Context: an optimization exercise on an open-source flow, tuned for small area, a short achievable clock period and few clock cycles per item. The choices shown serve that exercise and are no tape-out recipe. RTL that was checked went through simulation tests only; none was proved equivalent to the original.

==> flow/design.v (excerpt) <==
module fp_mul_sched_top (
    input  logic         clk,
    input  logic         reset_n,
    input  logic [3:0]   req_valid,
    input  logic [127:0] req_x,
    input  logic [127:0] req_y,
    output logic [3:0]   req_ready,
    output logic         res_valid,
    input  logic         res_ready,
    output logic [1:0]   res_id,
    output logic [31:0]  res_data,
    output logic [4:0]   res_flags,
    output logic         busy
);
Size: about 2300 cells after synthesis, ~120 flip-flops, roughly 310 I/O pins, about 20000 um^2 of cells after synthesis.
clock: 10.5 ns
lec_check: 0
abc_area: 1
cap_margin: 20
core_margin: 2
core_utilization: 40
setup_slack_margin: 3.5
slew_margin: 20
synth_hierarchical: 1
standard.sh (not shown) runs the stock make flow with config.mk's settings and CLKGATE_MAP_FILE= SYNTH_SCRIPT=/design/flow/synth_recipe.tcl, a recipe that flattens the netlist after the stock synthesis.
==> flow/flow/run.sh <==
#!/bin/bash
# Layout flow: the standard flow (standard.sh) with two changes after synthesis:
# the port buffers are the small sky130_fd_sc_hd__buf_1 instead of the delay cell
# buffer_ports picks by default, and timing repair may swap a cell for one with a
# different footprint (MATCH_CELL_FOOTPRINT=0), so those buffers can be resized.
# Synthesis is the standard one, unchanged. Each step's output goes to its own log here.
set -uo pipefail
bash standard.sh synth > synth.log 2>&1 || exit 1
bash standard.sh "BUFFER_PORTS_ARGS=-buffer_cell sky130_fd_sc_hd__buf_1" MATCH_CELL_FOOTPRINT=0 finish > layout.log 2>&1 || exit 1
The baseline completed without violations.
==> next run, changes <==
Settings changed: SETUP_SLACK_MARGIN 3.5 to 4.5.
The changed run finished clean.
Die area does not change.
Routed wire length rose by 25%.
Synthesized area does not change.
Worst setup slack is better by 0.38 ns.
Clock-buffer cell count rose by 1.
Via count rose by 13%.
==> next run, changes <==
Settings changed: SETUP_SLACK_MARGIN 4.5 to 4.0.
Outcome:
- register-to-register slack improved by 0.13 ns
- global-route usage is lower by 4.4 points
- cell area shrinks by 14%
- hold slack is worse by 0.0099 ns
No run of this note included a check of the RTL's function; only the layout flow was run.

---

Setup of alpha:
fp_mul_sched_top, a different RTL version from the one above (not shown whole).
Size: roughly 2300 cells after synthesis, about 0.020 sq mm of cells after synthesis.
clock: 10.5 ns
lec_check: 0
cap_margin: 20
core_margin: 2
core_utilization: 60
setup_slack_margin: 3.0
slew_margin: 20
Scripts as last shown in full above: flow/flow/run.sh
Both conditions hold for alpha: the flow ran to the end and the final layout passed the timing, DRC and antenna checks.
## Diff of input files: beta against alpha
- changing CORE_UTILIZATION from 60 to 40
Results
Each of the runs, namely alpha and beta, reached the end of the flow and came out clean.
Comparing alpha and beta, the lower utilization after layout was measured on beta.
Summary of beta over alpha: via count of the first global-routing pass increased 196; met2 usage went down by 23 points; cell count of the worst reg-to-reg path moved up.
Launching element of the worst setup path: req_valid[3] -> alpha, req_valid[0] -> beta
Maximum cell stage delay along the critical path, alpha and beta, lower one = beta.
beta ends up with a non-clock buffer instance count of the final layout that is 22 higher than in alpha.
The following lists how gamma was set up differently from beta:
- TNS_END_PERCENT: unset -> 20
--- outcome ---
- On global-route usage, gamma and beta are neck and neck.
- Between beta and gamma, the met3 capacity usage during global routing figures differ only marginally.
- Diff beta -> gamma: clock network area share ~0 delta, wire length of the first global-routing pass ~0 delta.
- gamma: PASS, flow complete, no timing, DRC or antenna violations
- The area overhead of the layout relative to synthesis of beta and that of gamma are within noise of each other.
- Between gamma and beta, met3 routed wirelength is lower for beta, gamma comes in above that.
- gamma vs beta: final clock period utilization by the worst path down in gamma
No run of this note included a check of the RTL's function; only the layout flow was run.

---

Another version of the RTL of fp_mul_sched_top (not shown whole).
For scale: roughly 310 I/O pins, about 23000 um^2 of cells after synthesis.
clock: 10.5 ns
lec_check: 0
abc_area: 1
cap_margin: 20
core_margin: 2
core_utilization: 40
slew_margin: 20
run.sh (not shown) runs the stock make flow with config.mk's settings and CLKGATE_MAP_FILE= SYNTH_SCRIPT=/design/flow/synth_recipe.tcl, a recipe that flattens the netlist after the stock synthesis.
Stock flow here: none of the scripts above is used.
Rerun with:
ABC_AREA = default   (was 1)
Outcome:
- The changed run completed with no timing, DRC or antenna violations
- die area came out lower by 10%
- critical path depth climbs by 1
- non-clock buffer count rose by 25
- via count goes down by 13%
- setup slack got worse by 0.73 ns
- wire length went down by 8.4%
- design area fell by 8.0%
- synthesized area fell by 10%
No functional check of the RTL was part of any run of this note.

---

Another version of the RTL of fp_mul_sched_top (not shown whole).
Size in the first run: roughly 2,300 cells after synthesis, ~120 flip-flops, about 310 I/O pins.
Settings: LEC_CHECK=0, ABC_AREA=1, CAP_MARGIN=20, CORE_MARGIN=2, CORE_UTILIZATION=40, CTS_BUF_LIST=sky130_fd_sc_hd__clkbuf_4 sky130_fd_sc_hd__clkbuf_8, SETUP_SLACK_MARGIN=4.0, SLEW_MARGIN=20, SYNTH_HIERARCHICAL=1; clock period 10.5 ns.
standard.sh (not shown) runs the stock make flow with config.mk's settings and CLKGATE_MAP_FILE= SYNTH_SCRIPT=/design/flow/synth_recipe.tcl, a recipe that flattens the netlist after the stock synthesis.
Scripts as last shown in full above: flow/flow/run.sh
Testbench counts at the start, summed over its fixed seeds: cycles 2,056, items 2,048.
==> next run, changes <==
PLACE_DENSITY = 0.75   (was not set)
SETUP_SLACK_MARGIN = 4.25   (was 4.0)
After rerunning: Maximum frequency came out higher by a few percent. Die area stays the same. Global-route usage came out higher by 0.25 points. Wire length came out higher by a few percent. First-iteration DRC count came out higher by well over a third. Clock skew came out lower by 0.0057 ns.
==> next run, changes <==
CORE_UTILIZATION = 55   (was 40)
SETUP_SLACK_MARGIN = 4.0   (was 4.25)
After rerunning: Register-to-register slack degrades by 0.31 ns. Cell area drops by 4.7%. Synthesized cell count stays the same. Final cell count drops by 7.8%.
==> next run, changes <==
CAP_MARGIN = 5   (was 20)
CORE_UTILIZATION = 40   (was 55)
SLEW_MARGIN = 5   (was 20)
=>
- The new run went through all stages and came out clean
- routed wire length drops by 9.0%
- setup slack gains 0.12 ns

---

fp_mul_sched_top, a different RTL version from the one above (not shown whole).
For scale: about 310 I/O pins.
==> flow/config.mk <==
export PLATFORM = sky130hd
export DESIGN_NAME = fp_mul_sched_top
export DESIGN_NICKNAME = fp_mul_sched_top
export VERILOG_FILES = /design/flow/design.v
export SDC_FILE = /design/flow/constraint.sdc
export NUM_CORES = 4
export LEC_CHECK = 0
export CAP_MARGIN = 20
export CORE_MARGIN = 2
export CORE_UTILIZATION = 40
export SETUP_SLACK_MARGIN = 3.0
export SLEW_MARGIN = 20
export SYNTH_HIERARCHICAL = 1
==> flow/constraint.sdc <==
create_clock -name core_clock -period 10.5 [get_ports {clk}]
set_input_delay 2.1000 -clock core_clock [delete_from_list [all_inputs] [get_ports {clk}]]
set_output_delay 2.1000 -clock core_clock [all_outputs]
set_load 0.01 [all_outputs]
Scripts as last shown in full above: flow/flow/run.sh
The starting point finished with timing, DRC and antenna clean.
Testbench counts at the start, summed over its fixed seeds: cycles 2,056, items 2,048.
Change:
- ABC_AREA: unset -> 1
Worst setup slack is better by 65 ps.
Die area decreases by about 1.1%.
Clock-buffer cell count goes down by 2.
Clock skew increases by 3.4 ps.
Worst hold slack degrades by 98 ps.
Cell area drops by 0.65%.
Utilization stays flat.
Change:
- SETUP_SLACK_MARGIN: 3.0 -> 4.0
After rerunning: Flip-flop and latch count does not change. Core utilization goes up by 5.4 points. Setup slack improved by 680 ps. Wire length goes up by 14%. Final area goes up by 12%.
Change:
- ABC_AREA: 1 -> unset
- SETUP_SLACK_MARGIN: 4.0 -> 3.5
Effect: Global-route usage decreases by 2.0 points. Worst setup slack is worse by 340 ps. Final area decreases by about 6%. Sequential cell count does not change. Core utilization decreases by 3.2 points. Via count decreases by about 8%. Clock-buffer cell count decreases by 1.
Change:
- ABC_AREA: unset -> 1
Outcome: The new run finished with timing, DRC and antenna clean; maximum frequency went up by 0.42%; count of clock-buffer cells in the layout is unchanged; first-iteration DRC count went up by 1.3%; non-clock buffer count went up by 18; synthesized area went down by 1.1%; design area went down by 1.7%.

---

Setup of before:
Another version of the RTL of fp_mul_sched_top (not shown whole).
Size in the first run: ~2,400 cells after synthesis, about 110 flip-flops, about 22,000 sq um of cells after synthesis.
Settings: LEC_CHECK=0, ABC_CLOCK_PERIOD_IN_PS=5000, CAP_MARGIN=20, CORE_MARGIN=2, CORE_UTILIZATION=40, SLEW_MARGIN=20; clock period 10.5 ns.
run.sh (not shown) runs the stock make flow with config.mk's settings and CLKGATE_MAP_FILE= SYNTH_SCRIPT=/design/flow/synth_recipe.tcl, a recipe that flattens the netlist after the stock synthesis.
Stock flow here: none of the scripts above is used.
What after does differently from before at the input level:
- ABC_CLOCK_PERIOD_IN_PS no longer set, was 5000
- Comparing after against before, there is no change at all in shortest period the worst path allows.
- Reported for before and after, clock buffer instance count of the final layout turned out identical to the last digit.
- In terms of floorplan row count, after and before differ only marginally.
No functional check of the RTL was part of any run of this note.

---

run A:
RTL: one of the versions met above, not the one the previous note started from.
Size: about 310 I/O pins, roughly 20000 sq um of cells after synthesis.
==> flow/config.mk <==
export PLATFORM = sky130hd
export DESIGN_NAME = fp_mul_sched_top
export DESIGN_NICKNAME = fp_mul_sched_top
export VERILOG_FILES = /design/flow/design.v
export SDC_FILE = /design/flow/constraint.sdc
export NUM_CORES = 4
export LEC_CHECK = 0
export ABC_AREA = 1
export CAP_MARGIN = 20
export CORE_MARGIN = 2
export CORE_UTILIZATION = 40
export SETUP_SLACK_MARGIN = 4.0
export SLEW_MARGIN = 20
export SYNTH_HIERARCHICAL = 1
==> flow/constraint.sdc <==
create_clock -name core_clock -period 10.5 [get_ports {clk}]
set_input_delay 2.1000 -clock core_clock [delete_from_list [all_inputs] [get_ports {clk}]]
set_output_delay 2.1000 -clock core_clock [all_outputs]
set_load 0.01 [all_outputs]
standard.sh (not shown) runs the stock make flow with config.mk's settings and CLKGATE_MAP_FILE= SYNTH_SCRIPT=/design/flow/synth_recipe.tcl, a recipe that flattens the netlist after the stock synthesis.
Scripts as last shown in full above: flow/flow/run.sh
Testbench counts of run A, summed over its fixed seeds: cycles 2,056, items 2,048.
For run B, these inputs were changed with respect to run A:
- changing SETUP_SLACK_MARGIN from 4.0 to 4.25
==> comparison <==
No run among run B and run A stopped early or left any final violation; all are clean. Final worst hold slack across run B and run A: no real change. From run A to run B the numbers moved as follows: wire length on met1 went down by about 0.8%, wire length of the first global-routing pass went up by 5900 microns, layout overhead on the synthesized area went up by 3.8 points.
> inputs changed (run B -> run C)
- putting PLACE_DENSITY at 0.82 where nothing was set
- swapping 4.25 for 4.0 in SETUP_SLACK_MARGIN
Notes after the runs:
Summary of run C over run B: critical path depth dropped 5; detailed-routing iteration count for the pre-antenna-repair pass climbed 9; clock buffer and inverter area fraction after layout barely changed; adder-cell area share of the yosys netlist barely changed; last weighted congestion value of the routability-driven placer climbed 0.023.
Wire length of the first global-routing pass, run B and run C: smaller value in run C
All of run B and run C finish clean.
Total track usage, run B and run C: higher on run B
[inputs] run D vs run C
- PLACE_DENSITY changed from 0.82 to 0.7
- CTS_BUF_LIST newly set to sky130_fd_sc_hd__clkbuf_4 sky130_fd_sc_hd__clkbuf_8
Notes after the runs:
For the final wirelength, run D came in 3.3% higher than run C did. Run D vs. run C: post-layout instance area stayed essentially flat, top fanout value on the critical path moved down, growth of design area from synthesis to finish has increased, arrival time of data at the critical path endpoint increased 0.03 ns. [diff] worst setup timing slack at the placement stage, run D relative to run C: regression.

## separate check: timing with driven ports
No port has a modelled driver above. Below, the same layouts with a new extraction and two added sets of constraints. Step 1 assumes that a clkbuf_16 drives the clock port and a buf_2 every other input. Step 2 also shifts input and output timing later by t, the mid clock arrival at the registers, as if the neighbouring blocks saw the same clock. a / b / c = ideal ports / drivers / drivers and shift; a / b = the first two.
run | t (ns) | setup slack, ns | worst setup path after step 2 | worst slew at a driven data input, ns
the first run of note 1 | 0.502 | 3.596 / 3.608 / 3.107 | input to register | 0.10
the second run of note 1 | 0.503 | 3.976 / 3.898 / 3.395 | input to register | 0.13
the third run of note 1 | 0.493 | 3.939 / 3.969 / 3.476 | input to register | 0.08
alpha | 0.441 | 3.068 / 3.104 / 2.663 | input to register | 0.15
beta | 0.452 | 3.065 / 3.030 / 2.578 | input to register | 0.11
gamma | 0.450 | 3.136 / 3.082 / 2.632 | input to register | 0.10
the first run of note 3 | 0.438 | 1.691 / 1.723 / 1.285 | input to register | 0.09
the second run of note 3 | 0.446 | 0.957 / 0.904 / 1.281 | input to register | 0.13
the first run of note 4 | 0.567 | 4.010 / 4.024 / 3.457 | input to register | 0.12
the second run of note 4 | 0.529 | 4.241 / 4.267 / 3.738 | input to register | 0.06
the third run of note 4 | 0.541 | 3.982 / 3.974 / 3.433 | input to register | 0.12
the fourth run of note 4 | 0.542 | 4.100 / 4.131 / 3.589 | input to register | 0.06
the first run of note 5 | 0.453 | 3.130 / 3.157 / 2.705 | input to register | 0.08
the second run of note 5 | 0.431 | 3.195 / 3.211 / 2.780 | input to register | 0.08
the third run of note 5 | 0.438 | 3.871 / 3.860 / 3.422 | input to register | 0.08
the fourth run of note 5 | 0.446 | 3.532 / 3.539 / 3.093 | input to register | 0.09
the fifth run of note 5 | 0.431 | 3.561 / 3.577 / 3.146 | input to register | 0.08
before | 0.510 | 0.840 / 0.787 / 0.536 | input to register | 0.11
after | 0.510 | 0.840 / 0.787 / 0.536 | input to register | 0.11
run A | 0.510 | 4.082 / 4.109 / 3.600 | input to register | 0.12
run B | 0.510 | 4.275 / 4.309 / 3.799 | input to register | 0.11
run C | 0.498 | 4.037 / 4.049 / 3.550 | input to register | 0.09
run D | 0.548 | 4.064 / 4.094 / 3.546 | input to register | 0.08
After both steps every run listed still meets setup and hold. The setup slack of the second run of note 1, which loses most, moves by -0.078 ns with the drivers and by -0.581 ns with both steps.
